This design comes from an exercise in tuning for small area on the open sky130 flow, not from production work.
Where RTL was checked, it was by simulation tests only, not by an equivalence proof against the original.
Power figures rest on the tool's default switching activity, not on a simulated workload.

== north ==
==> flow/design.v <==
package ssf_pkg;
	localparam int NUM_LANES = 8;
	localparam int BLOCK_LEN = 4;
	localparam int START_GAP = 64;
	localparam int SAMPLE_W  = 32;
	localparam int LANE_W    = $clog2(NUM_LANES);
	localparam int ACC_W = SAMPLE_W + $clog2(BLOCK_LEN) + 1;
	localparam int GAP_W = $clog2(START_GAP);
	localparam int CNT_W = $clog2(BLOCK_LEN + 1);
	typedef logic signed [SAMPLE_W-1:0] sample_t;
	typedef logic signed [ACC_W-1:0]    acc_t;
	typedef logic [LANE_W-1:0]          lane_t;
	typedef logic [NUM_LANES-1:0]       lane_mask_t;
	typedef logic [GAP_W-1:0]           gap_cnt_t;
	typedef logic [CNT_W-1:0]           count_t;
	localparam sample_t SAMPLE_MAX = {1'b0, {(SAMPLE_W-1){1'b1}}};
	localparam sample_t SAMPLE_MIN = {1'b1, {(SAMPLE_W-1){1'b0}}};
	typedef enum logic [1:0] {
		FILLING,
		HOLDING,
		IDLE
	} lane_state_t;
endpackage
`timescale 1ns/1ps
module ssf_array (
	input  logic    clk,
	input  logic    rst,
	input  ssf_pkg::sample_t sample_in,
	input  logic    sample_valid,
	output logic    sample_req,
	output ssf_pkg::sample_t result_out,
	output ssf_pkg::lane_t   result_lane,
	output logic    result_valid
);
	localparam int NL = ssf_pkg::NUM_LANES;
	localparam int PW = ssf_pkg::SAMPLE_W + 1;    
	logic [8:0]     rel_cnt;           
	logic [1:0]     cnt [NL];          
	logic [PW-1:0]  word [NL];         
	logic [NL-1:0]  cand_oh;           
	ssf_pkg::lane_t last_grant;        
	logic           fin1;              
	logic           fin2;              
	ssf_pkg::lane_t fin2_lane;
	logic           accept;
	ssf_pkg::lane_t cand;
	logic           first;
	logic           last4;
	assign sample_req = |cand_oh;
	assign accept     = sample_valid & sample_req;
	always_comb begin
		cand  = '0;
		first = 1'b0;
		last4 = 1'b0;
		for (int i = 0; i < NL; i++) begin
			if (cand_oh[i]) cand = cand | 3'(i);
			if (cand_oh[i] && cnt[i] == 2'd0) first = 1'b1;
			if (cand_oh[i] && cnt[i] == 2'd3) last4 = 1'b1;
		end
	end
	logic [8:0]     rel_nxt;
	logic [NL-1:0]  req_nxt;
	ssf_pkg::lane_t lg_nxt;
	logic [NL-1:0]  req_hi;
	logic [NL-1:0]  pick_hi;
	logic [NL-1:0]  pick_lo;
	logic [NL-1:0]  cand_nxt;
	assign rel_nxt = (rel_cnt[8:6] != 3'd7) ? rel_cnt + 1'b1 : rel_cnt;
	assign lg_nxt  = accept ? cand : last_grant;
	always_comb begin
		for (int i = 0; i < NL; i++) begin
			req_nxt[i] = (rel_cnt[8:6] >= 3'(i))
			           && !(accept && last4 && cand_oh[i])
			           && !(fin1 && last_grant == 3'(i));
		end
	end
	always_comb begin
		for (int i = 0; i < NL; i++) begin
			req_hi[i] = req_nxt[i] && (3'(i) > lg_nxt);
		end
		for (int i = 0; i < NL; i++) begin
			pick_hi[i] = req_hi[i];
			pick_lo[i] = req_nxt[i];
			for (int j = 0; j < i; j++) begin
				pick_hi[i] = pick_hi[i] && !req_hi[j];
				pick_lo[i] = pick_lo[i] && !req_nxt[j];
			end
		end
		cand_nxt = (|req_hi) ? pick_hi : pick_lo;
	end
	logic [PW-1:0] part;
	logic [PW:0]   add_a, add_b, add_p, add_c, sum;
	logic          sign;
	logic          ovf;
	logic [PW-1:0] wdata;
	always_comb begin
		part = '0;
		for (int i = 0; i < NL; i++) begin
			if (cand_oh[i] && cnt[i] != 2'd0) part = part | word[i];
		end
	end
	assign add_a = {part[PW-1], part};
	assign add_b = {{2{sample_in[31]}}, sample_in};
	assign add_p = add_a ^ add_b;
	always_comb begin
		logic [PW:0] pp, gg;
		pp = add_p;
		gg = add_a & add_b;
		for (int i = 1; i <= 6; i++) begin
			for (int j = 2**i - 1; j <= PW; j += 2**i) begin
				gg[j] = gg[j] | (pp[j] & gg[j - 2**(i-1)]);
				pp[j] = pp[j] & pp[j - 2**(i-1)];
			end
		end
		for (int i = 6; i > 0; i--) begin
			for (int j = 2**i + 2**(i-1) - 1; j <= PW; j += 2**i) begin
				gg[j] = gg[j] | (pp[j] & gg[j - 2**(i-1)]);
				pp[j] = pp[j] & pp[j - 2**(i-1)];
			end
		end
		add_c = {gg[PW-1:0], 1'b0};
	end
	assign sum  = add_p ^ add_c;
	assign sign = sum[PW];
	assign ovf  = last4 ? !((sum[PW] == sum[PW-1]) && (sum[PW-1] == sum[PW-2]))
	                    : (sum[PW] != sum[PW-1]);
	always_comb begin
		wdata[PW-1]   = sign;
		wdata[PW-2]   = ovf ? (last4 ? sign : !sign) : sum[PW-2];
		wdata[PW-3:0] = ovf ? {(PW-2){!sign}} : sum[PW-3:0];
	end
	always_ff @(posedge clk) begin
		for (int i = 0; i < NL; i++) begin
			if (accept && cand_oh[i]) begin
				word[i] <= wdata;
			end
		end
	end
	always_ff @(posedge clk) begin
		if (rst) begin
			rel_cnt      <= 9'd1;
			for (int i = 0; i < NL; i++) cnt[i] <= '0;
			cand_oh      <= NL'(1);
			last_grant   <= 3'(NL - 1);
			fin1         <= 1'b0;
			fin2         <= 1'b0;
			result_valid <= 1'b0;
		end else begin
			rel_cnt <= rel_nxt;
			for (int i = 0; i < NL; i++) begin
				if (accept && cand_oh[i]) cnt[i] <= cnt[i] + 1'b1;
			end
			cand_oh      <= cand_nxt;
			last_grant   <= lg_nxt;
			fin1         <= accept & last4;
			fin2         <= fin1;
			result_valid <= fin2;
		end
	end
	always_ff @(posedge clk) begin
		fin2_lane   <= last_grant;
		result_lane <= fin2_lane;
	end
	always_comb begin
		result_out = '0;
		for (int i = 0; i < NL; i++) begin
			if (result_lane == 3'(i)) result_out = result_out | word[i][31:0];
		end
	end
endmodule
export LEC_CHECK = 0
export CAP_MARGIN = 20
export CORE_MARGIN = 2
export CORE_UTILIZATION = 40
export SLEW_MARGIN = 20
create_clock -name core_clock -period 6.0 [get_ports {clk}]
standard.sh (not shown) runs the stock make flow with config.mk's settings and CLKGATE_MAP_FILE= SYNTH_SCRIPT=/design/flow/synth_recipe.tcl, a recipe that flattens the netlist after the stock synthesis.
==> flow/flow/run.sh <==
#!/bin/bash
# Own layout flow: the standard flow (standard.sh, unchanged synthesis),
# with the smallest buffer on the ports and a clock tree without dummy loads.
set -euo pipefail
bash standard.sh \
	"BUFFER_PORTS_ARGS=-buffer_cell sky130_fd_sc_hd__buf_1" \
	"CTS_ARGS=-sink_clustering_enable -repair_clock_nets -dont_use_dummy_load -sink_clustering_size 25 -sink_clustering_max_diameter 100" \
	finish > make_finish.log 2>&1
> inputs changed (north -> middle)
-- flow/design.v --
<<< north, line 70
	always_comb begin
		for (int i = 0; i < NL; i++) begin
			req_nxt[i] = (rel_cnt[8:6] >= 3'(i))
			           && !(accept && last4 && cand_oh[i])
			           && !(fin1 && last_grant == 3'(i));
>>> middle, line 70
	always_comb begin
		for (int i = 0; i < NL; i++) begin
			req_nxt[i] = (rel_nxt[8:6] >= 3'(i))
			           && !(accept && last4 && cand_oh[i])
			           && !(fin1 && last_grant == 3'(i));
<<< north, line 139
	always_ff @(posedge clk) begin
		if (rst) begin
			rel_cnt      <= 9'd1;
			for (int i = 0; i < NL; i++) cnt[i] <= '0;
			cand_oh      <= NL'(1);
>>> middle, line 139
	always_ff @(posedge clk) begin
		if (rst) begin
			rel_cnt      <= '0;
			for (int i = 0; i < NL; i++) cnt[i] <= '0;
			cand_oh      <= NL'(1);
[summary]
- Relative to north, the first-pass GRT wire length of middle is higher by 300 µm.
- middle — power share of the combinational group 0.8 points lower, north as reference
- Switching share of power, north and middle: higher on north
- From north to middle the numbers moved as follows: delay of the slowest critical-path stage now sits higher; part of the total power dissipated in the clock network now sits higher; hold slack now sits at about the same level; detailed router's first-iteration violation count now sits higher.
- | design area | middle vs north | ≈ equal |
- Sequential cell area in the final layout: middle vs north, no meaningful difference
- Diff north -> middle: depth of the most critical reg-to-reg path went down 5, worst path setup slack after routing went down 53 ps, synthesized cell count went up 17, layout overhead on the synthesized area went down 0.26 points.
No functional check of the RTL was part of north.

## port drivers added, routing unchanged
In the flow no input, the clock included, has a driving cell. The finished layouts below were timed again as built, in two steps. Step 1 (the two cells are an assumption about what drives the block):
set clk [get_ports {clk}]
set_driving_cell -lib_cell sky130_fd_sc_hd__clkbuf_16 $clk
set_driving_cell -lib_cell sky130_fd_sc_hd__buf_2 [delete_from_list [all_inputs] $clk]
Step 2 moves the port delays by t, midway between the first and last clock arrival at a register: inputs arrive t later, outputs are due t later. That takes back most of the time a late clock gives input paths. Three values: ideal ports, drivers, drivers and shift; two values: the first two.
| run | t (ns) | setup slack, ns | worst slew at a driven data input, ns |
|---|---|---|---|
| north | 0.548 | 0.416 / 0.416 / 0.416 | 0.08 |
| middle | 0.545 | 0.363 / 0.363 / 0.363 | 0.05 |
After both steps every run listed still meets setup and hold.
